This design comes from an exercise in tuning for small area, a short achievable clock period and few clock cycles per item on the open sky130 flow, not from production work. Function was checked by simulation only, so behaviour that the tests miss may differ from the original. Power is estimated from default activity; no workload was simulated.

### constraint.sdc
create_clock -name core_clock -period 6.0 [get_ports {clk}]
set_input_delay 1.2000 -clock core_clock [delete_from_list [all_inputs] [get_ports {clk}]]
set_output_delay 1.2000 -clock core_clock [all_outputs]
set_load 0.01 [all_outputs]
### design.v
`timescale 1ns / 1ps
package lz77_pkg;
  localparam int SEARCH_SIZE_DEF    = 256;
  localparam int LOOKAHEAD_SIZE_DEF = 16;
  localparam int SL_W  = 9;    
  localparam int ML_W  = 4;    
  localparam int OFF_W = 9;
  localparam int LEN_W = 4;
  localparam logic [SL_W-1:0] SEARCH_LIMIT_RST = 9'd5;
  localparam logic [ML_W-1:0] MATCH_LIMIT_RST  = 4'd15;
  localparam logic [1:0] CFG_SEARCH_LIMIT = 2'd0;
  localparam logic [1:0] CFG_MATCH_LIMIT  = 2'd1;
  localparam int ITEM_W = 9;
  localparam int TOK_W = OFF_W + LEN_W + 8 + 1 + 1;
endpackage
`timescale 1ns / 1ps
module lz77_front #(
  parameter int DEPTH = 17
) (
  input  logic       clk,
  input  logic       rst_n,
  input  logic [3:0] cap,
  input  logic       in_valid,
  output logic       in_ready,
  input  logic [7:0] in_byte,
  input  logic       in_last,
  input  logic       pop,
  output logic [7:0] head_byte,
  output logic       head_last,
  output logic       nonempty,
  output logic       owed,         
  output logic       has_last,
  output logic       pushed
);
  logic [7:0] fb_r [DEPTH];
  logic       fl_r [DEPTH];
  logic [4:0] cnt_r, cnt_nxt, cnt_inc, cnt_dec;
  logic [4:0] nl_r, nl_nxt;
  logic       rdy_r, ne_r, owed_r, hl_r;
  logic       push, l_in, l_out;
  logic [4:0] need;
  logic [DEPTH-1:0] at_cnt, at_dec;
  assign push      = in_valid && rdy_r;
  assign in_ready  = rdy_r;
  assign head_byte = fb_r[0];
  assign head_last = fl_r[0];
  assign nonempty  = ne_r;
  assign owed      = owed_r;
  assign has_last  = hl_r;
  assign pushed    = push;
  assign cnt_inc = cnt_r + 5'd1;
  assign cnt_dec = cnt_r - 5'd1;
  assign need    = {1'b0, cap} + 5'd1;
  assign l_in    = push && in_last;
  assign l_out   = pop && fl_r[0];
  always_comb begin
    case ({push, pop})
      2'b10:   cnt_nxt = cnt_inc;
      2'b01:   cnt_nxt = cnt_dec;
      default: cnt_nxt = cnt_r;
    endcase
    case ({l_in, l_out})
      2'b10:   nl_nxt = nl_r + 5'd1;
      2'b01:   nl_nxt = nl_r - 5'd1;
      default: nl_nxt = nl_r;
    endcase
  end
  always_ff @(posedge clk) begin
    if (!rst_n) begin
      cnt_r  <= '0;
      nl_r   <= '0;
      rdy_r  <= 1'b1;
      ne_r   <= 1'b0;
      owed_r <= 1'b0;
      hl_r   <= 1'b0;
    end else begin
      cnt_r <= cnt_nxt;
      nl_r  <= nl_nxt;
      case ({push, pop})
        2'b10: begin
          rdy_r  <= (cnt_inc < 5'(DEPTH));
          ne_r   <= 1'b1;
          owed_r <= (cnt_inc >= need);
        end
        2'b01: begin
          rdy_r  <= 1'b1;
          ne_r   <= (cnt_r != 5'd1);
          owed_r <= (cnt_dec >= need);
        end
        default: begin
          rdy_r  <= (cnt_r < 5'(DEPTH));
          ne_r   <= (cnt_r != 5'd0);
          owed_r <= (cnt_r >= need);
        end
      endcase
      case ({l_in, l_out})
        2'b10:   hl_r <= 1'b1;
        2'b01:   hl_r <= (nl_r != 5'd1);
        default: hl_r <= (nl_r != 5'd0);
      endcase
    end
  end
  always_comb begin
    for (int i = 0; i < DEPTH; i++) begin
      at_cnt[i] = (cnt_r == 5'(i));
      at_dec[i] = (cnt_r == 5'(i + 1));
    end
  end
  always_ff @(posedge clk) begin
    for (int i = 0; i < DEPTH; i++) begin
      if (push && (pop ? at_dec[i] : at_cnt[i])) begin
        fb_r[i] <= in_byte;
        fl_r[i] <= in_last;
      end else if (pop && i < DEPTH - 1) begin
        fb_r[i] <= fb_r[i+1];
        fl_r[i] <= fl_r[i+1];
      end
    end
  end
endmodule
`timescale 1ns / 1ps
module lz77_engine (
  input  logic        clk,
  input  logic        rst_n,
  input  logic [8:0]  window,      
  input  logic [3:0]  cap,         
  input  logic        cfg_write,
  input  logic [7:0]  q_byte,
  input  logic        q_last,
  input  logic        q_nonempty,
  input  logic        q_owed,
  input  logic        q_has_last,
  input  logic        q_pushed,
  output logic        q_pop,
  output logic        tok_valid,
  input  logic        tok_ready,
  output logic [21:0] tok_data,
  output logic        tok_last
);
  localparam int N = 256;
  logic [7:0]   sr_r [N];         
  logic [8:0]   fill_r, fill_nxt;
  logic [8:0]   lim_r;            
  logic         armed_r;
  logic         fire;
  logic [N-1:0] eq, vmask;
  logic         s2_v;
  logic [7:0]   s2_byte;
  logic         s2_last;
  logic [N-1:0] eqv_r;            
  logic [N-1:0] m_r;
  logic         start_r;
  logic [3:0]   j_r;
  logic         pend_r;
  logic [3:0]   pend_len_r;
  logic [N-1:0] nvec;
  logic         any;
  logic         capped;
  logic [8:0]   pe_off;
  logic         push;
  logic [22:0]  push_d;
  logic [2:0]   qv;
  logic [22:0]  qd [3];
  always_comb begin
    logic [15:0] gt_hi, eq_hi, gt_lo;
    for (int a = 0; a < 16; a++) begin
      gt_hi[a] = (lim_r[7:4] > 4'(a));
      eq_hi[a] = (lim_r[7:4] == 4'(a));
      gt_lo[a] = (lim_r[3:0] > 4'(a));
    end
    for (int a = 0; a < 16; a++)
      for (int b = 0; b < 16; b++)
        vmask[16*a+b] = lim_r[8] | gt_hi[a] | (eq_hi[a] & gt_lo[b]);
  end
  always_comb begin
    for (int d = 0; d < N; d++) eq[d] = (sr_r[d] == q_byte);
  end
  logic can_start, known_mid;
  assign known_mid = !s2_v && !start_r;
  assign can_start = armed_r && !qv[1] && (q_has_last || q_owed);
  assign fire  = q_nonempty && !(s2_v && s2_last) && (known_mid || can_start);
  assign q_pop = fire;
  logic [8:0] fill_inc, lim_inc, lim_now;
  assign fill_inc = (fill_r == 9'd256) ? fill_r : fill_r + 9'd1;
  assign lim_inc  = (fill_inc < window) ? fill_inc : window;
  assign lim_now  = (fill_r < window) ? fill_r : window;
  assign fill_nxt = !fire ? fill_r : (q_last ? 9'd0 : fill_inc);
  always_ff @(posedge clk) begin
    if (!rst_n) begin
      fill_r  <= '0;
      lim_r   <= '0;
      armed_r <= 1'b0;
      s2_v    <= 1'b0;
    end else begin
      if (q_pushed) armed_r <= 1'b1;
      else if (cfg_write) armed_r <= 1'b0;
      fill_r <= fill_nxt;
      lim_r  <= !fire ? lim_now : (q_last ? 9'd0 : lim_inc);
      s2_v   <= fire;
    end
  end
  always_ff @(posedge clk) begin
    eqv_r <= fire ? (eq & vmask) : '1;
    if (fire) begin
      s2_byte <= q_byte;
      s2_last <= q_last;
      sr_r[0] <= q_byte;
      for (int d = 1; d < N; d++) sr_r[d] <= sr_r[d-1];
    end
  end
  assign nvec   = eqv_r & (m_r | {N{start_r}});
  assign any    = |nvec;
  assign capped = (j_r == cap);
  always_comb begin
    logic [127:0]   v1; logic [0:0] i1 [128];
    logic [63:0]    v2; logic [1:0] i2 [64];
    logic [31:0]    v3; logic [2:0] i3 [32];
    logic [15:0]    v4; logic [3:0] i4 [16];
    logic [7:0]     v5; logic [4:0] i5 [8];
    logic [3:0]     v6; logic [5:0] i6 [4];
    logic [1:0]     v7; logic [6:0] i7 [2];
    logic [7:0]     i8;
    for (int k = 0; k < 128; k++) begin
      v1[k] = m_r[2*k] | m_r[2*k+1];
      i1[k] = m_r[2*k] ? 1'b0 : 1'b1;
    end
    for (int k = 0; k < 64; k++) begin
      v2[k] = v1[2*k] | v1[2*k+1];
      i2[k] = v1[2*k] ? {1'b0, i1[2*k]} : {1'b1, i1[2*k+1]};
    end
    for (int k = 0; k < 32; k++) begin
      v3[k] = v2[2*k] | v2[2*k+1];
      i3[k] = v2[2*k] ? {1'b0, i2[2*k]} : {1'b1, i2[2*k+1]};
    end
    for (int k = 0; k < 16; k++) begin
      v4[k] = v3[2*k] | v3[2*k+1];
      i4[k] = v3[2*k] ? {1'b0, i3[2*k]} : {1'b1, i3[2*k+1]};
    end
    for (int k = 0; k < 8; k++) begin
      v5[k] = v4[2*k] | v4[2*k+1];
      i5[k] = v4[2*k] ? {1'b0, i4[2*k]} : {1'b1, i4[2*k+1]};
    end
    for (int k = 0; k < 4; k++) begin
      v6[k] = v5[2*k] | v5[2*k+1];
      i6[k] = v5[2*k] ? {1'b0, i5[2*k]} : {1'b1, i5[2*k+1]};
    end
    for (int k = 0; k < 2; k++) begin
      v7[k] = v6[2*k] | v6[2*k+1];
      i7[k] = v6[2*k] ? {1'b0, i6[2*k]} : {1'b1, i6[2*k+1]};
    end
    i8 = v7[0] ? {1'b0, i7[0]} : {1'b1, i7[1]};
    pe_off = 9'(i8) + 9'd1;
  end
  assign push   = pend_r || (s2_v && (capped || !any));
  assign push_d = pend_r ? {pe_off, pend_len_r, 8'd0, 1'b0, 1'b1}
                         : {(start_r ? 9'd0 : pe_off), j_r, s2_byte, 1'b1, s2_last};
  always_ff @(posedge clk) begin
    if (!rst_n) begin
      start_r <= 1'b1;
      j_r     <= '0;
      pend_r  <= 1'b0;
    end else begin
      pend_r <= 1'b0;
      if (s2_v) begin
        if (capped || !any) begin
          start_r <= 1'b1;
          j_r     <= '0;
        end else if (s2_last) begin
          start_r <= 1'b1;
          j_r     <= '0;
          pend_r  <= 1'b1;
        end else begin
          start_r <= 1'b0;
          j_r     <= j_r + 4'd1;
        end
      end
    end
  end
  always_ff @(posedge clk) begin
    m_r        <= nvec;
    pend_len_r <= j_r + 4'd1;
  end
  logic       pop_out;
  logic [1:0] nq;           
  assign pop_out = qv[0] && tok_ready;
  assign nq = 2'(qv[0]) + 2'(qv[1]) + 2'(qv[2]) - 2'(pop_out);
  always_ff @(posedge clk) begin
    if (!rst_n) begin
      qv <= '0;
    end else begin
      for (int i = 0; i < 3; i++)
        qv[i] <= (2'(i) < nq) || (push && 2'(i) == nq);
    end
  end
  always_ff @(posedge clk) begin
    if (pop_out) begin
      qd[0] <= qv[1] ? qd[1] : push_d;
      qd[1] <= qv[2] ? qd[2] : push_d;
      qd[2] <= push_d;
    end else begin
      if (!qv[0]) qd[0] <= push_d;
      if (!qv[1]) qd[1] <= push_d;
      if (!qv[2]) qd[2] <= push_d;
    end
  end
  assign tok_valid = qv[0];
  assign tok_data  = qd[0][22:1];
  assign tok_last  = qd[0][0];
endmodule
`timescale 1ns / 1ps
module lz77_token_encoder_unit #(
  parameter int SEARCH_SIZE    = lz77_pkg::SEARCH_SIZE_DEF,
  parameter int LOOKAHEAD_SIZE = lz77_pkg::LOOKAHEAD_SIZE_DEF
) (
  input  logic        clk,
  input  logic        rst_n,
  input  logic        in_tvalid,
  output logic        in_tready,
  input  logic [7:0]  in_tdata,    
  input  logic        in_tlast,    
  output logic        out_tvalid,
  input  logic        out_tready,
  output logic [23:0] out_tdata,   
  output logic        out_tlast,   
  input  logic        cfg_valid,
  output logic        cfg_ready,
  input  logic [1:0]  cfg_index,
  input  logic [8:0]  cfg_data
);
  logic [8:0]  window;    
  logic [3:0]  cap;       
  logic [7:0]  q_byte;
  logic        q_last, q_has_last, q_pushed, q_pop;
  logic        q_nonempty, q_owed;
  logic [21:0] tok_data;
  assign cfg_ready = 1'b1;
  always_ff @(posedge clk) begin
    if (!rst_n) begin
      window <= 9'(lz77_pkg::SEARCH_LIMIT_RST);
      cap    <= lz77_pkg::MATCH_LIMIT_RST;
    end else if (cfg_valid) begin
      case (cfg_index)
        lz77_pkg::CFG_SEARCH_LIMIT:
          window <= (cfg_data == '0) ? 9'd1 : (cfg_data > 9'd256) ? 9'd256 : cfg_data;
        lz77_pkg::CFG_MATCH_LIMIT:
          cap <= (cfg_data[3:0] == '0) ? 4'd1 : cfg_data[3:0];
        default: ;
      endcase
    end
  end
  lz77_front u_front (
    .clk       (clk),
    .rst_n     (rst_n),
    .cap       (cap),
    .in_valid  (in_tvalid),
    .in_ready  (in_tready),
    .in_byte   (in_tdata),
    .in_last   (in_tlast),
    .pop       (q_pop),
    .head_byte (q_byte),
    .head_last (q_last),
    .nonempty  (q_nonempty),
    .owed      (q_owed),
    .has_last  (q_has_last),
    .pushed    (q_pushed)
  );
  lz77_engine u_engine (
    .clk        (clk),
    .rst_n      (rst_n),
    .window     (window),
    .cap        (cap),
    .cfg_write  (cfg_valid),
    .q_byte     (q_byte),
    .q_last     (q_last),
    .q_nonempty (q_nonempty),
    .q_owed     (q_owed),
    .q_has_last (q_has_last),
    .q_pushed   (q_pushed),
    .q_pop      (q_pop),
    .tok_valid  (out_tvalid),
    .tok_ready  (out_tready),
    .tok_data   (tok_data),
    .tok_last   (out_tlast)
  );
  assign out_tdata = {2'b00, tok_data[0], tok_data[8:1], tok_data[12:9], tok_data[21:13]};
endmodule
### config.mk
export PLATFORM = sky130hd
export DESIGN_NAME = lz77_token_encoder_unit
export DESIGN_NICKNAME = lz77_token_encoder_unit
export VERILOG_FILES = /design/flow/design.v
export SDC_FILE = /design/flow/constraint.sdc
export NUM_CORES = 4
export LEC_CHECK = 0
export CAP_MARGIN = 20
export CORE_MARGIN = 2
export CORE_UTILIZATION = 40
export SETUP_SLACK_MARGIN = 3.3
export SLEW_MARGIN = 20
### run.sh
#!/bin/bash
# synth_recipe.tcl (not shown) runs the flow's synth.tcl, then flattens the netlist and writes it again
# the make line also repeats each setting of config.mk as NAME=value (left out here)
make -C /OpenROAD-flow-scripts/flow DESIGN_CONFIG=/design/flow/config.mk WORK_HOME=/design/flow/orfs CLKGATE_MAP_FILE= SYNTH_SCRIPT=/design/flow/synth_recipe.tcl finish
==> flow_metrics.py, run 1 <==
metrics = {
    "status": {
        "status": "timing/DRC/antenna clean",
    },
    "sta": {
        "postLayoutSetupSlackWorst_ps": 2380,
        "totalNegativeSetupSlack_ps": 0,
        "slew_violations": 0,
        "hold_slack_ps": 445,
        "hold_viol": 0,
        "final.setup_skew_ps": 54.5,
        "timing_worst_slew_pin_value_ps": 1080,
        "relSlewSlack_pct": 28.2,
        "final_min_period_over_clock_period_pct": 60.3,
        "final.min_clock_period_ps": 3620,
        "timing.final.setup_violations": 0,
        "grt_setup_unrepaired": "yes",
        "max_clock_freq_mhz": 276,
    },
    "clock_tree": {
        "cts_hold_buf": 0,
        "numCtsBuffers": 305,
        "clock-sinks": 2843,
        "htree_num_levels": 5,
        "clk_pin_slew_ps": 60,
        "tritoncts": "done",
        "cts.path.max_buffers": 4,
        "worstSkewPairLatency_ps": 890,
        "cts_root_buffer": "sky130_fd_sc_hd__clkbuf_16",
    },
    "finish": {
        "seqCellArea_mm2": 0.0792,
        "fillers": 24900,
        "nNetsFinal": 8436,
        "multi_input_area_mm2": 0.0381,
        "fin_area_mm2": 0.137,
        "syn_to_final_growth_pct": 17.1,
        "final_util_pct": 47.1,
        "fin_cells": 12500,
        "layout-drive-gt1-share_pct": 14.8,
    },
    "die": {
        "rows": 198,
        "core_region_area_mm2": 0.291,
        "ios": 53,
        "fp.dieH_um": 545,
        "die_x_um": 545,
        "initial_core_util_pct": 40.2,
        "die_area_mm2": 0.297,
    },
    "yosys": {
        "yosysSeqAreaShare_pct": 67.7,
        "synth_cell_type_count": 85,
        "synth_area_mm2": 0.117,
        "yosys.area.top_type": "sky130_fd_sc_hd__edfxtp_1",
        "yosys.cell_count.top_type": "sky130_fd_sc_hd__edfxtp_1",
        "number_of_warnings_printed_during_yosys_synthesis": 14,
        "synth_area_per_cell_um2": 14.5,
        "synth_top_area_share_pct": 57.1,
        "yosys-top-cells-area": "sky130_fd_sc_hd__edfxtp_1, sky130_fd_sc_hd__xnor2_1, sky130_fd_sc_hd__dfxtp_1",
        "netlist_top_cells_count": "sky130_fd_sc_hd__edfxtp_1, sky130_fd_sc_hd__xnor2_1, sky130_fd_sc_hd__dfxtp_1",
        "dominant_register_cell_in_the_synthesized_netlist": "sky130_fd_sc_hd__edfxtp_1",
        "synth_edf_count": 2225,
        "async_flop_share_pct": 0,
        "synth_seq_cells": 2843,
        "syn_inst": 8097,
    },
    "critical_path": {
        "worst_setup_path_start_kind": "flip-flop",
        "critPathMaxFanout": 3,
        "path_cells": "buf_4, nor2_1, nor3_1, o31ai_2, o311ai_1, a2111oi_4, o311ai_4, buf_6, inv_4, ha_4, nand4_1, buf_4, xnor2_4, or2_1, o21ai_1",
        "worstSetupPathDepth": 15,
        "crit_arrival_ps": 4200,
        "crit_path_end_kind": "flip-flop",
        "crit_path_top_delay_cell": "sky130_fd_sc_hd__o31ai_2",
        "worst_path_largest_cell_delay_ps": 550,
        "worst_path_most_repeated_cell": "sky130_fd_sc_hd__buf_4",
        "crit_type": "reg2reg",
        "path_delay_family": "compound AO/OA/AOI/OAI gates",
        "r2r.worst_path.cells": 15,
        "timing.critical_path.required_ps": 6580,
        "cp.buffers_inverters": 4,
    },
    "routing": {
        "drt_iter0_markers": 7471,
        "drc_viols": 0,
        "route.vias.total": 70000,
        "post_drt_via_cell_ratio": 5.59,
        "detail_route.first_pass.iterations": 5,
        "drt_total_wl_um": 338000,
        "ant_nets": 0,
        "route.detailed.wl_per_inst_um": 27.0,
    },
    "job": {
        "reported_max_cap_violation_count": 0,
    },
    "grt": {
        "groute.layer.met2.usage_pct": 34.5,
        "track_usage_pct": 22.1,
        "top_usage_layer": "met2",
        "wire_length_of_the_first_global_routing_pass_um": 484000,
        "grt_use_met3_pct": 3.26,
        "globalRouteOverflowTotal": 0,
        "antenna_found_initial": 24,
        "grtUsageMet1_pct": 31.9,
        "grt_max_degree": 202,
        "grt_pass1_vias": 68700,
    },
    "placement": {
        "pre_cts_ws_ps": 1310,
        "place_congestion": 0.974,
        "portBuffers": 49,
        "post_dp_cell_area_mm2": 0.123,
        "hpwlAfterDp_um": 214000,
        "dp_cells": 11800,
    },
    "pwr": {
        "max-vdd-ir-drop_mv": 0.236,
        "powerDensity_mw_per_mm2": 326,
        "leak_nw": 37.5,
        "finalPower_mw": 44.7,
    },
    "worst_hold_path": {
        "worst_hold_path_type": "reg2reg",
        "hold_path_depth": 0,
    },
}
where the power goes:
part / switching [mW] / leakage (nW) / internal, mW / total (mW)
Clock: 7.85 / 4.88 / 11.1 / 19.0
Sequential: 0.279 / 19.5 / 21.3 / 21.6
Combinational: 2.43 / 13.2 / 1.64 / 4.08
Total: 10.6 / 37.5 / 34.1 / 44.7
worst reg2reg max path: stages (launching register included):
cell	delay, ps
sky130_fd_sc_hd__dfxtp_4	360
sky130_fd_sc_hd__buf_4	160
sky130_fd_sc_hd__nor2_1	140
sky130_fd_sc_hd__nor3_1	70
sky130_fd_sc_hd__o31ai_2	550
sky130_fd_sc_hd__o311ai_1	310
sky130_fd_sc_hd__a2111oi_4	430
sky130_fd_sc_hd__o311ai_4	190
sky130_fd_sc_hd__buf_6	180
sky130_fd_sc_hd__inv_4	50
sky130_fd_sc_hd__ha_4	140
sky130_fd_sc_hd__nand4_1	120
sky130_fd_sc_hd__buf_4	190
sky130_fd_sc_hd__xnor2_4	220
sky130_fd_sc_hd__or2_1	160
sky130_fd_sc_hd__o21ai_1	70
logic make-up after synthesis:
kind of cell,share of synthesized area (%)
AO/OA/AOI/OAI,6.98
AND/OR/NAND/NOR,6.12
adder cells (fa/ha/maj),0.549
XOR/XNOR,15.5
other,0.00642
flip-flops,67.7
buffers and inverters,1.63
multiplexers,1.51
routing by layer:
layer | wire (um) | part of all wire, %
met4 | 10700 | 3.2
met1 | 151000 | 45
met2 | 154000 | 46
met3 | 21800 | 6.5
met5 | 13 | 0.0038
area by class of cell:
type,count,area share (%)
multi-input combinational,4761,27.8
sequential,2843,57.8
timing repair buffer,368,3.21
clock inverter,126,1.01
clock buffer,428,6.28
antenna,6,0.0110
timing repair inverter,3,0.0457
inverter,79,0.244
tap,3900,3.56
state kept, by name (all words and copies together), names as in the netlist, 17 cells and up:
name,count
u_engine.sr_r,2040
u_engine.qd,69
u_front.fl_r,17
u_front.fb_r,136
u_engine.eqv_r,256
u_engine.m_r,256
cell usage in the layout (no fill, tap or decap), types with 122 or more instances in the layout:
cell,netlist,final
sky130_fd_sc_hd__edfxtp_1,2225,2225
sky130_fd_sc_hd__xnor2_1,1723,1717
sky130_fd_sc_hd__dfxtp_1,618,593
sky130_fd_sc_hd__nand4_1,454,454
sky130_fd_sc_hd__xor2_1,354,352
sky130_fd_sc_hd__clkbuf_16,0,322
sky130_fd_sc_hd__a21oi_1,311,299
sky130_fd_sc_hd__o21a_1,262,252
sky130_fd_sc_hd__o31ai_1,226,212
sky130_fd_sc_hd__buf_4,3,190
sky130_fd_sc_hd__mux2_2,144,138
sky130_fd_sc_hd__nor2_1,161,130
sky130_fd_sc_hd__o21ai_0,159,124
sky130_fd_sc_hd__nand2_1,138,122
final timing paths:
check	from	slack [ps]	to
worst min register to register	u_engine.sr_r[52][4]$_DFFE_PP_	440	u_engine.sr_r[53][4]$_DFFE_PP_
worst max register to register	u_engine.m_r[141]$_DFF_P_	2380	u_engine.qd[0][20]$_DFFE_PP_
worst max-delay path	u_engine.m_r[141]$_DFF_P_	2380	u_engine.qd[0][20]$_DFFE_PP_
worst min-delay path	u_engine.sr_r[52][4]$_DFFE_PP_	440	u_engine.sr_r[53][4]$_DFFE_PP_
timing repair:
item | 4_1_cts | 5_1_grt
setup buffers | 113 | 36
setup endpoints to repair | 2482 | 794
gates cloned | 23 | 13
gates resized for setup | 470 | 166
pin swaps | 97 | 48
endpoints found under the hold margin | 0 | 0
Testbench counts, summed over its fixed seeds: cycles 7,342, bytes 7,200.
==> run 2: changes to the inputs <==
--- a/config.mk
+++ b/config.mk
@@ -8,5 +8,4 @@
 export CAP_MARGIN = 20
 export CORE_MARGIN = 2
 export CORE_UTILIZATION = 40
-export SETUP_SLACK_MARGIN = 3.3
 export SLEW_MARGIN = 20
==> run 2 against run 1 <==
Against the previous run: still clean; combinational power is 6.4% lower; flip-flop and latch count stayed put; critical path depth is 1 lower; synthesized cell count stayed put; non-clock buffer count is 174 lower; via count is 2.6% lower; sequential share of layout area is 1.9 points higher; worst hold slack better by 3.9 ps; total power is 0.64% lower; critical endpoint unchanged; largest power group unchanged.
==> flow_metrics.py, run 2 <==
metrics = {
    "yosys": {
        "synth_seq_cells": 2843,
        "yosys-top-cells-area": "sky130_fd_sc_hd__edfxtp_1, sky130_fd_sc_hd__xnor2_1, sky130_fd_sc_hd__dfxtp_1",
        "synth_top_area_share_pct": 57.1,
        "synth_edf_count": 2225,
        "synth_area_per_cell_um2": 14.5,
        "synth_area_mm2": 0.117,
        "yosys.area.top_type": "sky130_fd_sc_hd__edfxtp_1",
        "yosysSeqAreaShare_pct": 67.7,
        "dominant_register_cell_in_the_synthesized_netlist": "sky130_fd_sc_hd__edfxtp_1",
        "syn_inst": 8097,
        "async_flop_share_pct": 0,
        "number_of_warnings_printed_during_yosys_synthesis": 14,
        "yosys.cell_count.top_type": "sky130_fd_sc_hd__edfxtp_1",
        "netlist_top_cells_count": "sky130_fd_sc_hd__edfxtp_1, sky130_fd_sc_hd__xnor2_1, sky130_fd_sc_hd__dfxtp_1",
        "synth_cell_type_count": 85,
    },
    "worst_hold_path": {
        "worst_hold_path_type": "reg2reg",
    },
    "critical_path": {
        "crit_path_top_delay_cell": "sky130_fd_sc_hd__nor4_1",
        "path_cells": "nor4_1, nand4_1, buf_4, or2_1, nor4_1, a32oi_1, a211oi_1, a21oi_1, inv_1, ha_1, nand4_1, xnor2_1, or2_1, o21ai_1",
        "crit_arrival_ps": 5710,
        "crit_path_end_kind": "flip-flop",
        "rrSetupSlack_ps": 840,
        "cp.buffers_inverters": 2,
        "path_delay_family": "simple AND/OR/NAND/NOR gates",
        "timing.critical_path.required_ps": 6550,
        "worst_setup_path_start_kind": "flip-flop",
        "worst_path_largest_cell_delay_ps": 830,
        "critPathMaxFanout": 7,
        "crit_type": "reg2reg",
    },
    "clock_tree": {
        "post_cts.resized_instances": 0,
        "clk_pin_slew_ps": 60,
        "post-cts-setup-buffer-count": 0,
        "tritoncts": "done",
        "cts_root_buffer": "sky130_fd_sc_hd__clkbuf_16",
        "clock-sinks": 2843,
        "htree_num_levels": 5,
        "cts_hold_buf": 0,
        "numCtsBuffers": 305,
        "cts.path.max_buffers": 4,
        "worstSkewPairLatency_ps": 880,
    },
    "sta": {
        "final.setup_skew_ps": 48.4,
        "timing_worst_slew_pin_value_ps": 1200,
        "slew_violations": 0,
        "final_min_period_over_clock_period_pct": 86.0,
        "hold_slack_ps": 448,
        "timing.final.setup_violations": 0,
        "final.min_clock_period_ps": 5160,
        "grt_setup_unrepaired": "no",
        "hold_viol": 0,
        "max_clock_freq_mhz": 194,
        "totalNegativeSetupSlack_ps": 0,
        "relSlewSlack_pct": 20.0,
        "postLayoutSetupSlackWorst_ps": 841,
    },
    "pwr": {
        "finalPower_mw": 44.4,
        "leak_nw": 35.3,
        "powerDensity_mw_per_mm2": 335,
        "max-vdd-ir-drop_mv": 0.227,
    },
    "grt": {
        "globalRouteOverflowTotal": 0,
        "track_usage_pct": 21.3,
        "wire_length_of_the_first_global_routing_pass_um": 469000,
        "grt_max_degree": 202,
        "grt_pass1_vias": 67300,
        "antenna_found_initial": 15,
    },
    "finish": {
        "final_util_pct": 45.5,
        "fin_cells": 12300,
        "biggest_register": "u_engine.sr_r",
        "layout.cells.most_common_list": "sky130_fd_sc_hd__edfxtp_1, sky130_fd_sc_hd__xnor2_1, sky130_fd_sc_hd__dfxtp_1, sky130_fd_sc_hd__nand4_1, sky130_fd_sc_hd__xor2_1",
        "fin_area_mm2": 0.133,
        "layout_commonest_cell": "sky130_fd_sc_hd__edfxtp_1",
        "largest_reg_flops": 2040,
        "syn_to_final_growth_pct": 13.2,
        "nNetsFinal": 8251,
        "layout-drive-gt1-share_pct": 9.52,
        "layout_top_registers": "u_engine.sr_r (2040), u_engine.eqv_r (256), u_engine.m_r (256)",
    },
    "placement": {
        "place_congestion": 0.974,
        "post_dp_cell_area_mm2": 0.123,
        "dp_cells": 11800,
        "pre_cts_ws_ps": 1310,
        "portBuffers": 49,
        "hpwlAfterDp_um": 214000,
    },
    "routing": {
        "detail_route.first_pass.iterations": 6,
        "route.detailed.wl_per_inst_um": 26.1,
        "post_drt_via_cell_ratio": 5.53,
        "route.vias.total": 68200,
        "drc_viols": 0,
        "drt_iter0_markers": 7227,
        "ant_nets": 0,
        "drt_total_wl_um": 322000,
    },
    "die": {
        "die_x_um": 545,
        "die_area_mm2": 0.297,
        "fp.dieH_um": 545,
        "core_region_area_mm2": 0.291,
        "rows": 198,
        "ios": 53,
        "initial_core_util_pct": 40.2,
    },
    "status": {
        "status": "timing/DRC/antenna clean",
    },
    "job": {
        "reported_max_cap_violation_count": 0,
    },
}
## run 2: final cells by class
cell class / count / area [um^2]
fill: 25300 / 159000
sequential: 2843 / 79200
multi-input combinational: 4753 / 36100
clock buffer: 428 / 8600
tap: 3900 / 4880
timing repair buffer: 194 / 2060
clock inverter: 126 / 1390
inverter: 79 / 323
antenna: 5 / 12.5
## run 2: worst paths after layout
kind                                   from                             end  cells after the start
max reg2reg       u_engine.m_r[141]$_DFF_P_    u_engine.qd[0][20]$_DFFE_PP_                     14
min reg2reg  u_engine.sr_r[15][6]$_DFFE_PP_  u_engine.sr_r[16][6]$_DFFE_PP_                      0
min          u_engine.sr_r[15][6]$_DFFE_PP_  u_engine.sr_r[16][6]$_DFFE_PP_                      0
max               u_engine.m_r[141]$_DFF_P_    u_engine.qd[0][20]$_DFFE_PP_                     14
## run 2: per-layer routing
layer	GRT usage (%)	vias to the layer above	share of wire, %
li1	-	30200	-
met1	30.8	35300	46
met2	33.6	2116	46
met3	2.79	473	5.5
met4	5.84	0	2.8
met5	0	-	0
## run 2: report_power, final
group	leakage [nW]	switching, mW	internal [mW]	total, mW
sequential	19.5	0.282	21.3	21.6
clock	4.88	7.81	11.1	18.9
combinational	10.9	2.29	1.53	3.82
total	35.3	10.4	34.0	44.4
## run 2: cells by family after synthesis
group	after synthesis	share of synthesized area (%)
and+or+nand+nor	1239	6.12
adders and majority gates	51	0.549
buffers and inverters	502	1.63
other	2	0.00642
DFF	2843	67.7
xor gates and xnor gates	2077	15.5
muxes	159	1.51
AOI/OAI and AO/OA	1224	6.98
==> run 3: changes to the inputs <==
--- a/design.v
+++ b/design.v
@@ -209,71 +209,68 @@
     end
   end
   assign nvec   = eqv_r & (m_r | {N{start_r}});
-  assign any    = |nvec;
+  assign any    = (|(eqv_r & m_r)) || (start_r && (|eqv_r));
   assign capped = (j_r == cap);
   always_comb begin
-    logic [127:0]   v1; logic [0:0] i1 [128];
-    logic [63:0]    v2; logic [1:0] i2 [64];
-    logic [31:0]    v3; logic [2:0] i3 [32];
-    logic [15:0]    v4; logic [3:0] i4 [16];
-    logic [7:0]     v5; logic [4:0] i5 [8];
-    logic [3:0]     v6; logic [5:0] i6 [4];
-    logic [1:0]     v7; logic [6:0] i7 [2];
-    logic [7:0]     i8;
-    for (int k = 0; k < 128; k++) begin
-      v1[k] = m_r[2*k] | m_r[2*k+1];
-      i1[k] = m_r[2*k] ? 1'b0 : 1'b1;
+    logic [511:0] x;
+    logic [255:0] v1; logic [0:0] i1 [256];
+    logic [127:0] v2; logic [1:0] i2 [128];
+    logic [63:0]  v3; logic [2:0] i3 [64];
+    logic [31:0]  v4; logic [3:0] i4 [32];
+    logic [15:0]  v5; logic [4:0] i5 [16];
+    logic [7:0]   v6; logic [5:0] i6 [8];
+    logic [3:0]   v7; logic [6:0] i7 [4];
+    logic [1:0]   v8; logic [7:0] i8 [2];
+    x = {255'd0, m_r, 1'b0};
+    for (int k = 0; k < 256; k++) begin
+      v1[k] = x[2*k] | x[2*k+1];
+      i1[k] = x[2*k] ? 1'b0 : 1'b1;
     end
-    for (int k = 0; k < 64; k++) begin
+    for (int k = 0; k < 128; k++) begin
       v2[k] = v1[2*k] | v1[2*k+1];
       i2[k] = v1[2*k] ? {1'b0, i1[2*k]} : {1'b1, i1[2*k+1]};
     end
-    for (int k = 0; k < 32; k++) begin
+    for (int k = 0; k < 64; k++) begin
       v3[k] = v2[2*k] | v2[2*k+1];
       i3[k] = v2[2*k] ? {1'b0, i2[2*k]} : {1'b1, i2[2*k+1]};
     end
-    for (int k = 0; k < 16; k++) begin
+    for (int k = 0; k < 32; k++) begin
       v4[k] = v3[2*k] | v3[2*k+1];
       i4[k] = v3[2*k] ? {1'b0, i3[2*k]} : {1'b1, i3[2*k+1]};
     end
-    for (int k = 0; k < 8; k++) begin
+    for (int k = 0; k < 16; k++) begin
       v5[k] = v4[2*k] | v4[2*k+1];
       i5[k] = v4[2*k] ? {1'b0, i4[2*k]} : {1'b1, i4[2*k+1]};
     end
-    for (int k = 0; k < 4; k++) begin
+    for (int k = 0; k < 8; k++) begin
       v6[k] = v5[2*k] | v5[2*k+1];
       i6[k] = v5[2*k] ? {1'b0, i5[2*k]} : {1'b1, i5[2*k+1]};
     end
-    for (int k = 0; k < 2; k++) begin
+    for (int k = 0; k < 4; k++) begin
       v7[k] = v6[2*k] | v6[2*k+1];
       i7[k] = v6[2*k] ? {1'b0, i6[2*k]} : {1'b1, i6[2*k+1]};
     end
-    i8 = v7[0] ? {1'b0, i7[0]} : {1'b1, i7[1]};
-    pe_off = 9'(i8) + 9'd1;
+    for (int k = 0; k < 2; k++) begin
+      v8[k] = v7[2*k] | v7[2*k+1];
+      i8[k] = v7[2*k] ? {1'b0, i7[2*k]} : {1'b1, i7[2*k+1]};
+    end
+    pe_off = v8[0] ? {1'b0, i8[0]} : {1'b1, i8[1]};
   end
   assign push   = pend_r || (s2_v && (capped || !any));
   assign push_d = pend_r ? {pe_off, pend_len_r, 8'd0, 1'b0, 1'b1}
                          : {(start_r ? 9'd0 : pe_off), j_r, s2_byte, 1'b1, s2_last};
+  logic end_fix, j_go;
+  assign end_fix = capped || s2_last;
+  assign j_go    = s2_v && !end_fix;
   always_ff @(posedge clk) begin
     if (!rst_n) begin
       start_r <= 1'b1;
       j_r     <= '0;
       pend_r  <= 1'b0;
     end else begin
-      pend_r <= 1'b0;
-      if (s2_v) begin
-        if (capped || !any) begin
-          start_r <= 1'b1;
-          j_r     <= '0;
-        end else if (s2_last) begin
-          start_r <= 1'b1;
-          j_r     <= '0;
-          pend_r  <= 1'b1;
-        end else begin
-          start_r <= 1'b0;
-          j_r     <= j_r + 4'd1;
-        end
-      end
+      start_r <= (s2_v && end_fix) || (!s2_v && start_r) || (s2_v && !any);
+      j_r     <= j_go ? (any ? j_r + 4'd1 : 4'd0) : (s2_v ? 4'd0 : j_r);
+      pend_r  <= s2_v && !capped && s2_last && any;
     end
   end
   always_ff @(posedge clk) begin
@@ -281,15 +278,14 @@
     pend_len_r <= j_r + 4'd1;
   end
   logic       pop_out;
-  logic [1:0] nq;           
+  logic [2:0] qa;
   assign pop_out = qv[0] && tok_ready;
-  assign nq = 2'(qv[0]) + 2'(qv[1]) + 2'(qv[2]) - 2'(pop_out);
+  assign qa = pop_out ? {1'b0, qv[2:1]} : qv;
   always_ff @(posedge clk) begin
     if (!rst_n) begin
       qv <= '0;
     end else begin
-      for (int i = 0; i < 3; i++)
-        qv[i] <= (2'(i) < nq) || (push && 2'(i) == nq);
+      qv <= push ? {qa[1:0], 1'b1} : qa;
     end
   end
   always_ff @(posedge clk) begin
--- a/config.mk
+++ b/config.mk
@@ -8,4 +8,5 @@
 export CAP_MARGIN = 20
 export CORE_MARGIN = 2
 export CORE_UTILIZATION = 40
+export SETUP_SLACK_MARGIN = 3.3
 export SLEW_MARGIN = 20
==> run 3 against run 2 <==
Against the previous run: still clean on timing, DRC and antenna; area after synthesis grew 0.62%; synthesized cell count increased by 1.2%; sequential power about the same; register-to-register slack better by 2100 ps; total power down 0.99%; core utilization up 1.1 points; non-clock buffer count rose by 147; die area is 0.62% higher; critical endpoint is now u_engine.qd[1][17]$_DFF_P_.
==> flow_metrics.py, run 3 <==
metrics = {
    "critical_path": {
        "worstSetupPathDepth": 10,
        "crit_type": "reg2reg",
        "worst_setup_path_start_kind": "flip-flop",
        "worst_path_largest_cell_delay_ps": 550,
        "path_cells": "or4_4, nor4_4, nor4b_4, buf_6, buf_12, a221oi_4, a31o_2, a32oi_4, a21oi_2, a21o_1",
        "critPathMaxFanout": 7,
        "path_delay_family": "simple AND/OR/NAND/NOR gates",
        "crit_path_top_delay_cell": "sky130_fd_sc_hd__or4_4",
        "rrSetupSlack_ps": 2960,
        "crit_arrival_ps": 3780,
        "timing.critical_path.required_ps": 6740,
        "cp.buffers_inverters": 2,
        "crit_path_end_kind": "flip-flop",
        "r2r.worst_path.cells": 10,
    },
    "sta": {
        "timing_worst_slew_pin_value_ps": 1090,
        "grt_setup_unrepaired": "yes",
        "max_clock_freq_mhz": 329,
        "relSlewSlack_pct": 27.0,
        "final_min_period_over_clock_period_pct": 50.6,
        "final.setup_skew_ps": 36.5,
        "slew_violations": 0,
        "final.min_clock_period_ps": 3040,
        "timing.final.setup_violations": 0,
        "hold_viol": 0,
    },
    "clock_tree": {
        "clk_pin_slew_ps": 60,
        "htree_num_levels": 5,
        "numCtsBuffers": 308,
        "worstSkewPairLatency_ps": 880,
        "tritoncts": "done",
        "clock-sinks": 2843,
        "cts.path.max_buffers": 4,
        "cts_root_buffer": "sky130_fd_sc_hd__clkbuf_16",
    },
    "finish": {
        "fin_area_mm2": 0.137,
        "final_util_pct": 46.6,
        "layout_commonest_cell": "sky130_fd_sc_hd__edfxtp_1",
        "layout.cells.most_common_list": "sky130_fd_sc_hd__edfxtp_1, sky130_fd_sc_hd__xnor2_1, sky130_fd_sc_hd__dfxtp_1, sky130_fd_sc_hd__nand4_1, sky130_fd_sc_hd__xor2_1",
        "nNetsFinal": 8494,
        "layout_top_registers": "u_engine.sr_r (2048), u_engine.eqv_r (256), u_engine.m_r (256)",
        "biggest_register": "u_engine.sr_r",
        "fin_cells": 12600,
        "layout-drive-gt1-share_pct": 14.2,
        "largest_reg_flops": 2048,
        "syn_to_final_growth_pct": 16.0,
    },
    "placement": {
        "portBuffers": 49,
        "place_congestion": 0.933,
        "post_dp_cell_area_mm2": 0.123,
        "dp_cells": 11900,
        "hpwlAfterDp_um": 199000,
    },
    "yosys": {
        "yosys.cell_count.top_type": "sky130_fd_sc_hd__edfxtp_1",
        "yosys.area.top_type": "sky130_fd_sc_hd__edfxtp_1",
        "synth_edf_count": 2225,
        "synth_area_per_cell_um2": 14.4,
        "synth_top_area_share_pct": 56.7,
        "netlist_top_cells_count": "sky130_fd_sc_hd__edfxtp_1, sky130_fd_sc_hd__xnor2_1, sky130_fd_sc_hd__dfxtp_1",
        "syn_inst": 8192,
        "async_flop_share_pct": 0,
        "synth_seq_cells": 2843,
        "yosys-top-cells-area": "sky130_fd_sc_hd__edfxtp_1, sky130_fd_sc_hd__xnor2_1, sky130_fd_sc_hd__dfxtp_1",
        "synth_area_mm2": 0.118,
        "yosysSeqAreaShare_pct": 67.2,
        "dominant_register_cell_in_the_synthesized_netlist": "sky130_fd_sc_hd__edfxtp_1",
        "synth_cell_type_count": 84,
        "number_of_warnings_printed_during_yosys_synthesis": 15,
    },
    "status": {
        "status": "timing/DRC/antenna clean",
    },
    "grt": {
        "grt_pass1_vias": 69200,
        "globalRouteOverflowTotal": 0,
        "grt_max_degree": 188,
        "antenna_found_initial": 21,
        "wire_length_of_the_first_global_routing_pass_um": 471000,
        "track_usage_pct": 20.8,
    },
    "pwr": {
        "max-vdd-ir-drop_mv": 0.275,
        "powerDensity_mw_per_mm2": 321,
        "leak_nw": 36.9,
    },
    "routing": {
        "detail_route.first_pass.iterations": 6,
        "drt_iter0_markers": 6891,
        "ant_nets": 0,
        "route.vias.total": 69800,
        "post_drt_via_cell_ratio": 5.54,
        "drc_viols": 0,
        "route.detailed.wl_per_inst_um": 25.4,
        "drt_total_wl_um": 321000,
    },
    "die": {
        "fp.dieH_um": 547,
        "ios": 53,
        "die_area_mm2": 0.299,
        "die_x_um": 547,
        "core_region_area_mm2": 0.293,
        "initial_core_util_pct": 40.2,
        "rows": 199,
    },
    "worst_hold_path": {
        "worst_hold_path_type": "reg2reg",
        "hold_path_depth": 2,
    },
    "job": {
        "reported_max_cap_violation_count": 0,
    },
}
## run 3: kinds of logic (layout without fill, tap and decap cells)
group / count (synthesis) / in the layout / synth area share (%)
compound gates: 1290 / 1290 / 7.42
xor+xnor: 2072 / 2072 / 15.4
fa+ha+maj: 48 / 48 / 0.508
buf+inv: 497 / 974 / 1.60
flops: 2843 / 2843 / 67.2
mux: 180 / 180 / 1.68
other cells: 2 / 12 / 0.00638
simple gates: 1260 / 1260 / 6.13
## run 3: area by class of cell
class	instances	area, um^2
fillers	25600	157000
repair inverters	3	43.8
inverters	72	304
well taps	3919	4900
multi-input cells	4853	38600
clock buffers	414	8590
flip-flops and latches	2843	79300
clock inverters	144	1340
repair buffers	341	3620
diodes	9	22.5
## run 3: where the power goes
part | switching, mW | leakage, nW | internal [mW]
Sequential | 0.208 | 19.5 | 21.2
Clock | 7.85 | 4.87 | 11.0
Combinational | 2.14 | 12.6 | 1.48
Total | 10.2 | 36.9 | 33.7
## run 3: timing repair
item	CTS	global route
hold buffers	0	0
buffers inserted	108	22
gates resized for setup	433	132
setup endpoints to repair	2380	318
gates cloned	9	2
pin swaps	67	60
## run 3: worst min-delay path: cells and delay by family, from the launching register on
| kind | cells | cell delay, ps |
|---|---|---|
| DFF | 1 | 310 |
| and+or+nand+nor | 2 | 90 |
## run 3: per-stage QoR
step                hold slack, ps  TNS [ps]  setup WS [ps]  total power [mW]
floorplan                      408  -1209460          -1450              24.4
global placement               417         0           1180              25.3
detailed placement             426         0           1400              25.4
CTS                            438         0           2970              44.3
global route                   465         0           2950              45.4
finish                         438         0           2960              43.9
## run 3: path summary, 6_finish.rpt
kind                                    from                         end
setup / recovery    u_engine.m_r[51]$_DFF_P_  u_engine.qd[1][17]$_DFF_P_
hold / removal    u_engine.qd[2][14]$_DFF_P_  u_engine.qd[2][14]$_DFF_P_
setup reg to reg    u_engine.m_r[51]$_DFF_P_  u_engine.qd[1][17]$_DFF_P_
hold reg to reg   u_engine.qd[2][14]$_DFF_P_  u_engine.qd[2][14]$_DFF_P_
## run 3: layer usage
layer | global-route usage [%] | vias to the layer above | wire (um) | part of all wire (%)
met4 | 6.44 | 4 | 10400 | 3.2
met1 | 29.6 | 36000 | 143000 | 44
met2 | 32.8 | 2281 | 148000 | 46
met5 | 0 | - | 75 | 0.023
met3 | 3.13 | 536 | 19900 | 6.2
li1 | - | 31000 | - | -
Testbench counts of run 3, summed over its fixed seeds: cycles 7,342, bytes 7,200.
==> run 4: changes to the inputs <==
--- a/design.v
+++ b/design.v
@@ -182,7 +182,7 @@
   assign q_pop = fire;
   logic [8:0] fill_inc, lim_inc, lim_now;
   assign fill_inc = (fill_r == 9'd256) ? fill_r : fill_r + 9'd1;
-  assign lim_inc  = (fill_inc < window) ? fill_inc : window;
+  assign lim_inc  = (lim_r < window) ? lim_r + 9'd1 : lim_r;
   assign lim_now  = (fill_r < window) ? fill_r : window;
   assign fill_nxt = !fire ? fill_r : (q_last ? 9'd0 : fill_inc);
   always_ff @(posedge clk) begin
@@ -288,13 +288,16 @@
       qv <= push ? {qa[1:0], 1'b1} : qa;
     end
   end
+  logic        hold0;
+  logic [22:0] new0;
+  assign hold0 = qv[0] && !tok_ready;
+  assign new0  = qv[1] ? qd[1] : push_d;
   always_ff @(posedge clk) begin
+    qd[0] <= ({23{hold0}} & qd[0]) | ({23{!hold0}} & new0);
     if (pop_out) begin
-      qd[0] <= qv[1] ? qd[1] : push_d;
       qd[1] <= qv[2] ? qd[2] : push_d;
       qd[2] <= push_d;
     end else begin
-      if (!qv[0]) qd[0] <= push_d;
       if (!qv[1]) qd[1] <= push_d;
       if (!qv[2]) qd[2] <= push_d;
     end
--- a/config.mk
+++ b/config.mk
@@ -5,8 +5,9 @@
 export SDC_FILE = /design/flow/constraint.sdc
 export NUM_CORES = 4
 export LEC_CHECK = 0
+export ABC_CLOCK_PERIOD_IN_PS = 3000
 export CAP_MARGIN = 20
 export CORE_MARGIN = 2
 export CORE_UTILIZATION = 40
-export SETUP_SLACK_MARGIN = 3.3
+export SETUP_SLACK_MARGIN = 3.5
 export SLEW_MARGIN = 20
==> run 4 against run 3 <==
Against the previous run: sequential power about the same; critical path type unchanged; largest power group unchanged; still clean; final area up 0.30%; worst setup slack better by 130 ps; core utilization up 0.18 points; worst hold slack worse by 22 ps.
==> flow_metrics.py, run 4 <==
metrics = {
    "status": {
        "status": "timing/DRC/antenna clean",
    },
    "clock_tree": {
        "htree_num_levels": 5,
        "cts_root_buffer": "sky130_fd_sc_hd__clkbuf_16",
        "worstSkewPairLatency_ps": 880,
        "cts.path.max_buffers": 4,
        "clk_pin_slew_ps": 70,
        "numCtsBuffers": 301,
        "tritoncts": "done",
        "clock-sinks": 2843,
        "cts_hold_buf": 0,
    },
    "worst_hold_path": {
        "hold_path_depth": 0,
        "worstHoldEndpoint": "u_engine.sr_r[96][2]$_DFFE_PP_",
        "worst_hold_path_type": "reg2reg",
        "hold_path_startpoint": "u_engine.sr_r[95][2]$_DFFE_PP_",
    },
    "routing": {
        "route.detailed.wl_per_inst_um": 26.1,
        "post_drt_via_cell_ratio": 5.59,
        "route.vias.total": 70200,
        "drt_total_wl_um": 327000,
        "drt_iter0_markers": 7275,
        "ant_nets": 0,
        "detail_route.first_pass.iterations": 6,
        "drc_viols": 0,
    },
    "sta": {
        "timing_worst_slew_pin_value_ps": 1120,
        "grt_setup_unrepaired": "yes",
        "final_min_period_over_clock_period_pct": 48.5,
        "max_clock_freq_mhz": 343,
        "final.setup_skew_ps": 55.1,
        "hold_slack_ps": 416,
        "slew_violations": 0,
        "final.min_clock_period_ps": 2910,
        "timing.final.setup_violations": 0,
        "hold_viol": 0,
        "relSlewSlack_pct": 24.9,
    },
    "die": {
        "initial_core_util_pct": 40.1,
        "rows": 199,
        "die_x_um": 546,
        "die_area_mm2": 0.298,
        "fp.dieH_um": 546,
        "ios": 53,
        "core_region_area_mm2": 0.293,
    },
    "grt": {
        "track_usage_pct": 21.2,
        "globalRouteOverflowTotal": 0,
        "top_usage_layer": "met2",
        "grt_max_degree": 96,
        "grt_pass1_vias": 69600,
        "wire_length_of_the_first_global_routing_pass_um": 477000,
        "grtUsageMet1_pct": 30.3,
        "groute.layer.met2.usage_pct": 33.3,
        "antenna_found_initial": 11,
        "grt_use_met3_pct": 3.10,
    },
    "pwr": {
        "powerDensity_mw_per_mm2": 318,
        "leak_nw": 36.8,
        "max-vdd-ir-drop_mv": 0.238,
    },
    "yosys": {
        "synth_cell_type_count": 82,
        "synth_area_per_cell_um2": 14.4,
        "synth_area_mm2": 0.118,
        "netlist_top_cells_count": "sky130_fd_sc_hd__edfxtp_1, sky130_fd_sc_hd__xnor2_1, sky130_fd_sc_hd__dfxtp_1",
        "number_of_warnings_printed_during_yosys_synthesis": 15,
        "yosys.cell_count.top_type": "sky130_fd_sc_hd__edfxtp_1",
        "syn_inst": 8141,
        "yosys.area.top_type": "sky130_fd_sc_hd__edfxtp_1",
        "async_flop_share_pct": 0,
        "synth_seq_cells": 2843,
        "yosysSeqAreaShare_pct": 67.4,
        "synth_edf_count": 2225,
        "yosys-top-cells-area": "sky130_fd_sc_hd__edfxtp_1, sky130_fd_sc_hd__xnor2_1, sky130_fd_sc_hd__dfxtp_1",
        "synth_top_area_share_pct": 56.8,
        "dominant_register_cell_in_the_synthesized_netlist": "sky130_fd_sc_hd__edfxtp_1",
    },
    "finish": {
        "fin_area_mm2": 0.137,
        "layout.cells.most_common_list": "sky130_fd_sc_hd__edfxtp_1, sky130_fd_sc_hd__xnor2_1, sky130_fd_sc_hd__dfxtp_1, sky130_fd_sc_hd__nand4_1, sky130_fd_sc_hd__clkbuf_16",
        "final_util_pct": 46.8,
        "fin_cells": 12500,
        "fillers": 25300,
        "biggest_register": "u_engine.sr_r",
        "largest_reg_flops": 2048,
        "layout_commonest_cell": "sky130_fd_sc_hd__edfxtp_1",
        "syn_to_final_growth_pct": 16.6,
        "layout-drive-gt1-share_pct": 14.8,
        "layout_top_registers": "u_engine.sr_r (2048), u_engine.eqv_r (256), u_engine.m_r (256)",
        "nNetsFinal": 8454,
    },
    "critical_path": {
        "path_cells": "nor4_4, nand4_1, buf_4, or2_2, a211oi_4, o31a_1, nor4_1, a221o_1",
        "crit_type": "reg2reg",
        "r2r.worst_path.cells": 8,
        "worst_path_largest_cell_delay_ps": 440,
        "crit-reg2reg-launch": "u_engine.m_r[10]$_DFF_P_",
        "worst_setup_path_start_kind": "flip-flop",
        "crit_path_top_delay_cell": "sky130_fd_sc_hd__or2_2",
        "crit_path_end_kind": "flip-flop",
        "critPathMaxFanout": 5,
        "timing.critical_path.required_ps": 6620,
        "path_delay_family": "simple AND/OR/NAND/NOR gates",
        "cp.buffers_inverters": 1,
        "crit_arrival_ps": 3530,
        "rrSetupSlack_ps": 3090,
    },
    "placement": {
        "post_dp_cell_area_mm2": 0.123,
        "portBuffers": 49,
        "hpwlAfterDp_um": 203000,
        "dp_cells": 11800,
        "place_congestion": 0.935,
    },
    "job": {
        "reported_max_cap_violation_count": 0,
    },
}
run 4: changes by cell type after synthesis, sizes merged, moves of 14 or more:
cell / previous run / this run
o21ai: 164 / 144
mux2i: 35 / 12
nor2b: 46 / 31
mux2: 145 / 160
nand4: 486 / 516
nor4: 198 / 178
nand2: 151 / 132
xor2: 326 / 219
a21boi: 19 / 5
xnor2: 1746 / 1853
o31ai: 221 / 246
nand2b: 27 / 41
nor2: 159 / 144
run 4: power breakdown:
| part | internal, mW | total, mW | leakage, nW | switching, mW |
|---|---|---|---|---|
| logic | 1.55 | 3.75 | 12.6 | 2.20 |
| clock network | 10.6 | 18.4 | 4.74 | 7.80 |
| registers | 21.3 | 21.5 | 19.5 | 0.245 |
run 4: kinds of logic after synthesis:
| group | Yosys count | synth area share (%) |
|---|---|---|
| flip-flops | 2843 | 67.4 |
| XOR/XNOR | 2072 | 15.4 |
| AO/OA/AOI/OAI | 1291 | 7.50 |
| AND/OR/NAND/NOR | 1212 | 5.91 |
| buffers and inverters | 498 | 1.61 |
| multiplexers | 172 | 1.63 |
| adder cells (fa/ha/maj) | 51 | 0.541 |
| other | 2 | 0.00639 |
run 4: how the worst max path moves through the flow:
| stage | cells past startpoint | slack, ps | endpoint | from |
|---|---|---|---|---|
| finish | 8 | 3090 | flip-flop | u_engine.m_r[10]$_DFF_P_ |
| global route | 12 | 3000 | u_engine.qd[2][16]$_DFF_P_ | u_engine.m_r[10]$_DFF_P_ |
| CTS | 1 | 3120 | out_tdata[2] | flip-flop |
| detailed placement | 8 | 2050 | flip-flop | u_engine.m_r[66]$_DFF_P_ |
| global placement | 8 | 1990 | flip-flop | u_engine.m_r[66]$_DFF_P_ |
| floorplan | 10 | -1590 | u_front.cnt_r[2]$_SDFFE_PN0N_ | u_engine.armed_r$_SDFFE_PN0P_ |
run 4: through the flow:
step	setup TNS [ps]	total power [mW]	setup slack [ps]
6_report	0	43.6	3090
5_1_grt	0	45.0	3000
2_1_floorplan	-1517500	24.5	-1590
4_1_cts	0	44.0	3120
3_5_place_dp	0	25.5	2050
3_3_place_gp	0	25.4	1990
run 4: layer usage:
layer	wire, um	vias up
li1	-	30900
met3	20200	539
met1	147000	36300
met4	10200	4
met5	27	-
met2	150000	2428
run 4: final cells by class:
type / instances / area, um^2 / share of cell area (%)
diodes: 13 / 32.5 / 0.0237
clock buffers: 415 / 8560 / 6.25
clock inverters: 126 / 1070 / 0.780
inverters: 83 / 334 / 0.244
multi-input cells: 4805 / 38600 / 28.2
flip-flops and latches: 2843 / 79300 / 57.8
well taps: 3919 / 4900 / 3.58
repair buffers: 342 / 4200 / 3.06
repair inverters: 3 / 26.3 / 0.0192
run 4: what timing repair did:
action / CTS / global route
endpoints found under the setup margin: 2611 / 789
setup buffers: 89 / 28
pin swaps: 86 / 46
cloned: 19 / 11
resized for setup: 493 / 156
Testbench counts of run 4, summed over its fixed seeds: cycles 7,342, bytes 7,200.
==> run 5: changes to the inputs <==
--- a/config.mk
+++ b/config.mk
@@ -5,7 +5,6 @@
 export SDC_FILE = /design/flow/constraint.sdc
 export NUM_CORES = 4
 export LEC_CHECK = 0
-export ABC_CLOCK_PERIOD_IN_PS = 3000
 export CAP_MARGIN = 20
 export CORE_MARGIN = 2
 export CORE_UTILIZATION = 40
==> run 5 against run 4 <==
Against the previous run: worst hold slack unchanged; area after synthesis unchanged; final area unchanged; die area unchanged; non-clock buffer count unchanged; worst setup slack unchanged; sequential power about the same; clock skew unchanged; combinational power about the same; clock power about the same; via count unchanged; total power unchanged.
==> flow_metrics.py, run 5 <==
metrics = {
    "sta": {
        "slew_violations": 0,
        "relSlewSlack_pct": 24.9,
        "final.setup_skew_ps": 55.1,
        "final.min_clock_period_ps": 2910,
        "hold_slack_ps": 416,
        "hold_viol": 0,
        "max_clock_freq_mhz": 343,
        "timing_worst_slew_pin_value_ps": 1120,
        "timing.final.setup_violations": 0,
        "final_min_period_over_clock_period_pct": 48.5,
        "grt_setup_unrepaired": "yes",
    },
    "yosys": {
        "yosys-top-cells-area": "sky130_fd_sc_hd__edfxtp_1, sky130_fd_sc_hd__xnor2_1, sky130_fd_sc_hd__dfxtp_1",
        "number_of_warnings_printed_during_yosys_synthesis": 15,
        "synth_top_area_share_pct": 56.8,
        "yosys.area.top_type": "sky130_fd_sc_hd__edfxtp_1",
        "synth_cell_type_count": 82,
        "synth_area_mm2": 0.118,
        "synth_seq_cells": 2843,
        "dominant_register_cell_in_the_synthesized_netlist": "sky130_fd_sc_hd__edfxtp_1",
        "synth_edf_count": 2225,
        "netlist_top_cells_count": "sky130_fd_sc_hd__edfxtp_1, sky130_fd_sc_hd__xnor2_1, sky130_fd_sc_hd__dfxtp_1",
        "yosys.cell_count.top_type": "sky130_fd_sc_hd__edfxtp_1",
        "yosysSeqAreaShare_pct": 67.4,
        "async_flop_share_pct": 0,
        "syn_inst": 8141,
        "synth_area_per_cell_um2": 14.4,
    },
    "pwr": {
        "max-vdd-ir-drop_mv": 0.238,
        "intPower_mw": 33.4,
        "power_frac_comb_pct": 8.6,
        "leak_nw": 36.8,
        "switching_share_pct": 23.5,
        "powerDensity_mw_per_mm2": 318,
        "netSwitchingPower_mw": 10.2,
        "seq_power_share_pct": 49.3,
        "clock_power_share_pct": 42.1,
        "finalPower_mw": 43.6,
    },
    "routing": {
        "ant_nets": 0,
        "route.detailed.wl_per_inst_um": 26.1,
        "drc_viols": 0,
        "route.vias.total": 70200,
        "drt_total_wl_um": 327000,
        "detail_route.first_pass.iterations": 6,
        "post_drt_via_cell_ratio": 5.59,
        "drt_iter0_markers": 7275,
    },
    "grt": {
        "track_usage_pct": 21.2,
        "wire_length_of_the_first_global_routing_pass_um": 477000,
        "grt_pass1_vias": 69600,
        "antenna_found_initial": 11,
        "grt_max_degree": 96,
        "globalRouteOverflowTotal": 0,
    },
    "clock_tree": {
        "cts_root_buffer": "sky130_fd_sc_hd__clkbuf_16",
        "htree_num_levels": 5,
        "cts.path.max_buffers": 4,
        "clk_pin_slew_ps": 70,
        "clock-sinks": 2843,
        "worstSkewPairLatency_ps": 880,
        "tritoncts": "done",
        "numCtsBuffers": 301,
    },
    "finish": {
        "seqCellArea_mm2": 0.0793,
        "nNetsFinal": 8454,
        "layout_top_registers": "u_engine.sr_r (2048), u_engine.eqv_r (256), u_engine.m_r (256)",
        "fin_area_mm2": 0.137,
        "largest_reg_flops": 2048,
        "biggest_register": "u_engine.sr_r",
        "layout.cells.most_common_list": "sky130_fd_sc_hd__edfxtp_1, sky130_fd_sc_hd__xnor2_1, sky130_fd_sc_hd__dfxtp_1, sky130_fd_sc_hd__nand4_1, sky130_fd_sc_hd__clkbuf_16",
        "layout_commonest_cell": "sky130_fd_sc_hd__edfxtp_1",
        "syn_to_final_growth_pct": 16.6,
        "layout-drive-gt1-share_pct": 14.8,
        "fin_cells": 12500,
        "fillers": 25300,
        "multi_input_area_mm2": 0.0386,
        "final_util_pct": 46.8,
    },
    "critical_path": {
        "crit_arrival_ps": 3530,
        "crit-reg2reg-launch": "u_engine.m_r[10]$_DFF_P_",
        "r2r.worst_path.cells": 8,
        "rrSetupSlack_ps": 3090,
        "critPathLaunch": "u_engine.m_r[10]$_DFF_P_",
        "crit_type": "reg2reg",
        "worst_setup_path_start_kind": "flip-flop",
        "critPathMaxFanout": 5,
        "timing.critical_path.required_ps": 6620,
        "crit_path_end_kind": "flip-flop",
    },
    "placement": {
        "place_congestion": 0.935,
        "dp_cells": 11800,
        "hpwlAfterDp_um": 203000,
        "post_dp_cell_area_mm2": 0.123,
        "portBuffers": 49,
    },
    "die": {
        "rows": 199,
        "core_region_area_mm2": 0.293,
        "ios": 53,
        "die_x_um": 546,
        "fp.dieH_um": 546,
        "initial_core_util_pct": 40.1,
        "die_area_mm2": 0.298,
    },
    "job": {
        "reported_max_cap_violation_count": 0,
    },
    "worst_hold_path": {
        "hold_path_startpoint": "u_engine.sr_r[95][2]$_DFFE_PP_",
        "hold_path_depth": 0,
        "worst_hold_path_type": "reg2reg",
    },
    "status": {
        "status": "timing/DRC/antenna clean",
    },
}
run 5: critical path, cell delays in order, from the launching register on:
cell and delay, ps:
sky130_fd_sc_hd__dfxtp_1 380, sky130_fd_sc_hd__nor4_4 400, sky130_fd_sc_hd__nand4_1 170, sky130_fd_sc_hd__buf_4 200
sky130_fd_sc_hd__or2_2 440, sky130_fd_sc_hd__a211oi_4 340, sky130_fd_sc_hd__o31a_1 350, sky130_fd_sc_hd__nor4_1 90
sky130_fd_sc_hd__a221o_1 300
run 5: repair_timing:
item                                    4_1_cts  5_1_grt
setup buffers                                89       28
pin swaps                                    86       46
hold buffers                                  0        0
hold endpoints to repair                      0        0
endpoints found under the setup margin     2611      789
gates resized for setup                     493      156
cloned                                       19       11
run 5: cells by family after synthesis:
kind of cell,share of synthesized area [%]
DFF,67.4
xor gates and xnor gates,15.4
AOI/OAI and AO/OA,7.50
and+or+nand+nor,5.91
buffers and inverters,1.61
muxes,1.63
adders and majority gates,0.541
other,0.00639
run 5: power by group through the flow:
stage	registers, mW	logic [mW]	clock network, mW
after global placement	22.0	3.45	0
after CTS	21.5	3.75	18.7
after global routing	21.5	4.06	19.5
after detailed placement	21.9	3.50	0
after floorplan	21.9	2.63	0
final	21.5	3.75	18.4
run 5: layout make-up:
type | count | share of cell area (%)
antenna | 13 | 0.0237
clock buffer | 415 | 6.25
clock inverter | 126 | 0.780
inverter | 83 | 0.244
multi-input combinational | 4805 | 28.2
sequential | 2843 | 57.8
tap | 3919 | 3.58
timing repair buffer | 342 | 3.06
timing repair inverter | 3 | 0.0192
run 5: routing by layer:
layer	track usage, %	part of all wire, %
met2	33.3	46
met3	3.10	6.2
met1	30.3	45
met5	0	0.0083
met4	6.57	3.1
run 5: how the worst min path moves through the flow:
stage	to	slack [ps]
after floorplan	u_engine.s2_last$_DFFE_PP_	420
after global placement	u_engine.qd[2][6]$_DFF_P_	430
after detailed placement	u_engine.qd[2][7]$_DFF_P_	440
after CTS	u_engine.sr_r[96][2]$_DFFE_PP_	430
after global routing	u_engine.sr_r[96][2]$_DFFE_PP_	450
final	u_engine.sr_r[96][2]$_DFFE_PP_	420
run 5: stage by stage:
| step | setup WS (ps) | setup TNS, ps |
|---|---|---|
| finish | 3090 | 0 |
| global route | 3000 | 0 |
| CTS | 3120 | 0 |
| detailed placement | 2050 | 0 |
| global placement | 1990 | 0 |
| floorplan | -1590 | -1517500 |
==> run 6: changes to the inputs <==
--- a/config.mk
+++ b/config.mk
@@ -8,5 +8,7 @@
 export CAP_MARGIN = 20
 export CORE_MARGIN = 2
 export CORE_UTILIZATION = 40
+export CTS_CLUSTER_DIAMETER = 70
+export CTS_CLUSTER_SIZE = 30
 export SETUP_SLACK_MARGIN = 3.5
 export SLEW_MARGIN = 20
==> run 6 against run 5 <==
Against the previous run: worst hold slack better by 3.8 ps; total power down 13%; highest routed layer unchanged; still clean; global-route usage is 0.30 points lower.
==> flow_metrics.py, run 6 <==
metrics = {
    "finish": {
        "nNetsFinal": 8307,
        "fin_area_mm2": 0.133,
        "largest_reg_flops": 2048,
        "fin_cells": 12300,
        "layout.cells.most_common_list": "sky130_fd_sc_hd__edfxtp_1, sky130_fd_sc_hd__xnor2_1, sky130_fd_sc_hd__dfxtp_1, sky130_fd_sc_hd__nand4_1, sky130_fd_sc_hd__a21oi_1",
        "syn_to_final_growth_pct": 13.1,
        "layout_top_registers": "u_engine.sr_r (2048), u_engine.eqv_r (256), u_engine.m_r (256)",
        "layout_commonest_cell": "sky130_fd_sc_hd__edfxtp_1",
        "final_util_pct": 45.4,
    },
    "pwr": {
        "leak_nw": 34.7,
        "powerDensity_mw_per_mm2": 287,
    },
    "clock_tree": {
        "tritoncts": "done",
        "numCtsBuffers": 157,
        "clock-sinks": 2843,
        "cts.path.max_buffers": 4,
        "htree_num_levels": 4,
        "worstSkewPairLatency_ps": 880,
    },
    "critical_path": {
        "crit_path_end_kind": "flip-flop",
        "crit-reg2reg-launch": "u_engine.m_r[194]$_DFF_P_",
        "timing.critical_path.required_ps": 6740,
        "worst_setup_path_start_kind": "flip-flop",
        "rrSetupSlack_ps": 2990,
        "critPathMaxFanout": 5,
    },
    "routing": {
        "route.vias.total": 68900,
        "routed_length_on_met1_um": 147000,
        "drc_viols": 0,
        "met2WireLength_um": 150000,
        "top_signal_layer_used": "met5",
        "route.detailed.wl_per_inst_um": 26.4,
        "detail_route.first_pass.iterations": 6,
    },
    "sta": {
        "final_min_period_over_clock_period_pct": 50.2,
        "postLayoutSetupSlackWorst_ps": 2990,
        "hold_viol": 0,
    },
    "placement": {
        "place_congestion": 0.935,
        "portBuffers": 49,
        "post_dp_cell_area_mm2": 0.123,
        "pre_cts_ws_ps": 2050,
        "dp_cells": 11800,
    },
    "status": {
        "status": "timing/DRC/antenna clean",
    },
    "die": {
        "die_area_mm2": 0.298,
        "core_region_area_mm2": 0.293,
    },
    "yosys": {
        "async_flop_share_pct": 0,
        "number_of_warnings_printed_during_yosys_synthesis": 15,
        "dominant_register_cell_in_the_synthesized_netlist": "sky130_fd_sc_hd__edfxtp_1",
        "synth_seq_cells": 2843,
        "synth_edf_count": 2225,
        "synth_cell_type_count": 82,
    },
    "grt": {
        "globalRouteOverflowTotal": 0,
        "track_usage_pct": 20.9,
    },
}
[run 6: timing repair]
item / 4_1_cts / 5_1_grt
hold buffers: 0 / 0
cloned: 19 / 11
gates resized for setup: 501 / 155
buffers inserted: 91 / 23
setup endpoints to repair: 2610 / 962
pin swaps: 84 / 32
[run 6: metrics by stage]
step / hold slack [ps] / setup TNS [ps]
2_1_floorplan: 424 / -1517500
3_3_place_gp: 435 / 0
3_5_place_dp: 444 / 0
4_1_cts: 419 / 0
5_1_grt: 450 / 0
6_report: 420 / 0
[run 6: kinds of logic after synthesis]
family	after synthesis	synth area share (%)
DFF	2843	67.4
xor gates and xnor gates	2072	15.4
AOI/OAI and AO/OA	1291	7.50
adders and majority gates	51	0.541
other	2	0.00639
buffers and inverters	498	1.61
and+or+nand+nor	1212	5.91
muxes	172	1.63
[run 6: worst min path at each step]
stage | start | to | slack [ps] | depth (start not counted)
after floorplan | u_front.fl_r[0]$_DFFE_PP_ | u_engine.s2_last$_DFFE_PP_ | 420 | 0
after global placement | u_engine.qd[2][6]$_DFF_P_ | u_engine.qd[2][6]$_DFF_P_ | 430 | 2
after detailed placement | u_engine.qd[2][7]$_DFF_P_ | u_engine.qd[2][7]$_DFF_P_ | 440 | 2
after CTS | u_engine.sr_r[95][1]$_DFFE_PP_ | u_engine.sr_r[96][1]$_DFFE_PP_ | 420 | 0
after global routing | u_engine.sr_r[76][2]$_DFFE_PP_ | u_engine.sr_r[77][2]$_DFFE_PP_ | 450 | 0
final | u_engine.sr_r[95][1]$_DFFE_PP_ | u_engine.sr_r[96][1]$_DFFE_PP_ | 420 | 0
[run 6: worst max-delay path, stage by stage (launching register included)]
cell and delay, ps:
sky130_fd_sc_hd__dfxtp_4 370, sky130_fd_sc_hd__or4_4 540, sky130_fd_sc_hd__or4_4 630, sky130_fd_sc_hd__a21oi_2 250, sky130_fd_sc_hd__o21ai_0 110, sky130_fd_sc_hd__nand2b_1 120, sky130_fd_sc_hd__a31oi_1 110, sky130_fd_sc_hd__nor4_2 500
sky130_fd_sc_hd__mux2_4 240
[run 6: final cells by class]
| cell class | count | area, um^2 | area share (%) |
|---|---|---|---|
| sequential | 2843 | 79300 | 59.6 |
| multi-input combinational | 4803 | 38500 | 29.0 |
| tap | 3919 | 4900 | 3.69 |
| clock buffer | 169 | 4090 | 3.08 |
| timing repair inverter | 4 | 53.8 | 0.0405 |
| antenna | 10 | 25.0 | 0.0188 |
| inverter | 83 | 338 | 0.254 |
| timing repair buffer | 340 | 4220 | 3.18 |
| clock inverter | 111 | 1480 | 1.11 |
[run 6: layer usage]
metal  vias to the layer above  track usage (%)
met1                     35800             30.3
met4                         4             5.53
li1                      30500                -
met3                       401             2.63
met2                      2171             33.1
met5                         -                0
[run 6: where the power goes]
part,internal [mW],switching (mW)
sequential,21.2,0.241
clock,5.70,7.18
combinational,1.57,2.22
total,28.5,9.64
